Background: an optimization exercise with open tools, aiming at small area, a short achievable clock period and few clock cycles. Do not read the settings as production practice. In this exercise RTL edits were held to simulation tests only and were not proved equivalent to the original. Power figures rest on the tool's default switching activity, not on a simulated workload.

// rv_core_top
module rv_core_top #(
    parameter logic [31:0] RESET_PC = '0
) (
    input  logic        clk,
    input  logic        rst,
    output logic [31:0] imem_addr,
    input  logic [31:0] imem_data,
    output logic        dmem_valid,
    output logic        dmem_write,
    output logic [31:0] dmem_addr,
    output logic [31:0] dmem_wdata,
    input  logic        dmem_ready,
    input  logic [31:0] dmem_rdata
);
Size: roughly 1400 flip-flops, about 170 I/O pins, about 63000 sq um of cells after synthesis.
==> flow/config.mk <==
export PLATFORM = sky130hd
export DESIGN_NAME = rv_core_top
export DESIGN_NICKNAME = rv_core_top
export VERILOG_FILES = /design/flow/design.v
export SDC_FILE = /design/flow/constraint.sdc
export NUM_CORES = 4
export LEC_CHECK = 0
export CAP_MARGIN = 20
export CORE_MARGIN = 2
export CORE_UTILIZATION = 45
export CTS_BUF_LIST = sky130_fd_sc_hd__clkbuf_8
export CTS_CLUSTER_DIAMETER = 50
export CTS_CLUSTER_SIZE = 12
export SETUP_SLACK_MARGIN = 4.5
export SLEW_MARGIN = 20
export TNS_END_PERCENT = 0
==> flow/constraint.sdc <==
create_clock -name core_clock -period 8.0 [get_ports {clk}]
set_input_delay 1.6000 -clock core_clock [delete_from_list [all_inputs] [get_ports {clk}]]
set_output_delay 1.6000 -clock core_clock [all_outputs]
set_load 0.01 [all_outputs]
run.sh (not shown) runs the stock make flow with config.mk's settings and CLKGATE_MAP_FILE= SYNTH_SCRIPT=/design/flow/synth_recipe.tcl, a recipe that flattens the netlist after the stock synthesis.
The starting point produced a clean layout.
Testbench counts at the start, summed over its fixed seeds: cycles 33,010.
==> next run, changes <==
ABC_AREA = 1   (was default)
CTS_BUF_LIST = sky130_fd_sc_hd__clkbuf_16   (was sky130_fd_sc_hd__clkbuf_8)
CTS_CLUSTER_DIAMETER = 70   (was 50)
CTS_CLUSTER_SIZE = 20   (was 12)
SETUP_SLACK_MARGIN = 4.8   (was 4.5)
Effect: The changed run finished clean; combinational power is higher by 20%; power rises by 5.9%; worst setup slack improves by 330 ps; worst hold slack got worse by 4.5 ps; clock power rose by 14%; flip-flop and latch count stays the same; global-route usage goes up by 1.4 points; sequential share of layout area fell by 5.5 points; fmax climbs by 9.3%; die area came out higher by 9.1%; clock-buffer cell count goes down by 56.
==> next run, changes <==
ABC_AREA = default   (was 1)
SETUP_SLACK_MARGIN = 4.7   (was 4.8)
Sequential cell count is unchanged.
Total power fell by 5.3%.
First-iteration DRC count is higher by 18%.
Cell area falls by 9.1%.
Setup slack is worse by 340 ps.
Combinational power shrinks by 17%.
Global-route usage is lower by 1.4 points.
==> next run, changes <==
SETUP_SLACK_MARGIN = 5   (was 4.7)
The changed run completed with no timing, DRC or antenna violations.
Flip-flop and latch count stays the same.
Global-route usage is unchanged.
Via count stays the same.
Worst hold slack does not change.
Routed wire length stays the same.

Setup of job 7306:
Another version of the RTL of rv_core_top (not shown whole).
Size in the first run: ~1,300 flip-flops, roughly 0.063 mm² of cells after synthesis.
==> flow/config.mk <==
export PLATFORM = sky130hd
export DESIGN_NAME = rv_core_top
export DESIGN_NICKNAME = rv_core_top
export VERILOG_FILES = /design/flow/design.v
export SDC_FILE = /design/flow/constraint.sdc
export NUM_CORES = 4
export LEC_CHECK = 0
export CAP_MARGIN = 20
export CORE_MARGIN = 2
export CORE_UTILIZATION = 45
export CTS_BUF_LIST = sky130_fd_sc_hd__clkbuf_16
export CTS_CLUSTER_DIAMETER = 70
export CTS_CLUSTER_SIZE = 20
export SETUP_SLACK_MARGIN = 4.6
export SLEW_MARGIN = 20
export TNS_END_PERCENT = 0
==> flow/constraint.sdc <==
create_clock -name core_clock -period 8.0 [get_ports {clk}]
set_input_delay 1.6000 -clock core_clock [delete_from_list [all_inputs] [get_ports {clk}]]
set_output_delay 1.6000 -clock core_clock [all_outputs]
set_load 0.01 [all_outputs]
Testbench counts of job 7306, summed over its fixed seeds: cycles 33,010.
Edits applied to the flow inputs when going from job 7306 to job 8900:
- PLACE_DENSITY now 0.72, previously not set
- ABC_AREA now 1, previously not set
- SETUP_SLACK_MARGIN now 5, was 4.6
## What came out
- Diff job 7306 and job 8900: wire length of the first global-routing pass lower in job 7306
- Run comparison: job 7306 main combinational cell family by area after synthesis compound AO/OA/AOI/OAI gates; job 8900 main combinational cell family by area after synthesis simple AND/OR/NAND/NOR gates
- Average wire per standard cell went down by more than 10% going from job 7306 to job 8900.
- Portion of total power attributed to the clock network: job 8900 higher than job 7306
- Diff job 7306 and job 8900: met2 usage in global routing lower in job 7306
- Job 8900 against job 7306; detailed-routed wire length on met3 is up by more than a quarter.
- Where worst hold slack is concerned, job 7306 is outperformed by job 8900.
- Higher fraction of power consumed by combinational cells goes to job 8900 over job 7306.
- Run comparison: job 7306 leading cell type in the layout, fill and taps excluded edfxtp_1; job 8900 leading cell type in the layout, fill and taps excluded nand2_1
Relative to job 8900, the following input files were edited for job 9736:
- a deleted ABC_AREA that had been 1
- a change of SETUP_SLACK_MARGIN from 5 to 4.85
- a deleted PLACE_DENSITY that had been 0.72
### Flow results
Job 9736 finished all stages; the layout is clean. [compare] base=job 8900 new=job 9736: non-clock buffer count fell by 181; post-CTS setup buffer count fell by 26; fraction of layout cells with a size suffix above 1 now sits higher; final cell count without fillers decreased 2,455.
Input-level comparison between job 6870 and job 9736:
- setting PLACE_DENSITY to 0.72 for the first time
- changing SETUP_SLACK_MARGIN from 4.85 to 4.7
==> comparison <==
- Time the final worst path needs with I/O delays and setup, job 6870 and job 9736: higher on job 9736
- Going from job 9736 to job 6870, clock latency on the worst-skew pair grows by 0.02 ns.
- Lower share of power burned in registers among job 6870 and job 9736: job 9736
- Summary: with job 9736 as the reference, switching component of the power in job 6870 moved down by a few percent.
- When job 6870 is measured against job 9736, its routability congestion estimate turns out 4.5% higher.
- In terms of area of placed instances, job 6870 and job 9736 differ only marginally.
- Compared with job 9736, job 6870 improves worst setup slack.
The inputs of job 1526 differ from those of job 6870 as listed below.
- PLACE_DENSITY: 0.72 -> unset
==> comparison <==
- Job 1526: full flow OK, the timing, DRC and antenna checks passed
- Diff job 6870 -> job 1526: number of DRC violations after detailed-routing iteration 0 went down about 7%, layout overhead on the synthesized area up 0.63 points, design area saw an increase, clock insertion delay at the later pin of the skew report moved down.

separate check: timing with driven ports:
In the flow no input, the clock included, has a driving cell. The finished layouts below were timed again as built, in two steps.
Step 1 sets driving cells, clkbuf_16 on the clock port and buf_2 on the other inputs (assumed; they add their load-dependent delay and slew).
Step 2 adds t to the input delays and takes it off the output delays; t is the mean of the earliest and latest rising clock arrival at the registers after step 1. Input paths then give back, and output paths get back, about the clock's delay inside the block.
Three values: ideal, step 1, step 2; two values: the first two.
run | t, ns | slack for setup (ns) | worst hold slack (ns)
the first run of note 1 | 0.996 | 4.165 / 4.165 / 3.281 | 0.384 / 0.384 / 0.384
the second run of note 1 | 0.859 | 4.491 / 4.482 / 3.692 | 0.380 / 0.380 / 0.380
the third run of note 1 | 0.804 | 4.155 / 4.155 / 3.459 | 0.394 / 0.394 / 0.394
the fourth run of note 1 | 0.804 | 4.155 / 4.155 / 3.459 | 0.394 / 0.394 / 0.394
job 7306 | 0.817 | 4.257 / 4.257 / 3.755 | 0.374 / 0.374 / 0.374
job 8900 | 0.839 | 4.685 / 4.685 / 4.064 | 0.403 / 0.403 / 0.403
job 9736 | 0.820 | 4.304 / 4.304 / 3.543 | 0.373 / 0.373 / 0.373
job 6870 | 0.826 | 4.341 / 4.341 / 3.811 | 0.386 / 0.386 / 0.386
job 1526 | 0.827 | 4.379 / 4.379 / 3.719 | 0.382 / 0.382 / 0.382
After both steps setup and hold are still met in every run listed. The setup slack of the first run of note 1, which loses most, moves by 0.000 ns with the drivers and by -0.884 ns with both steps.
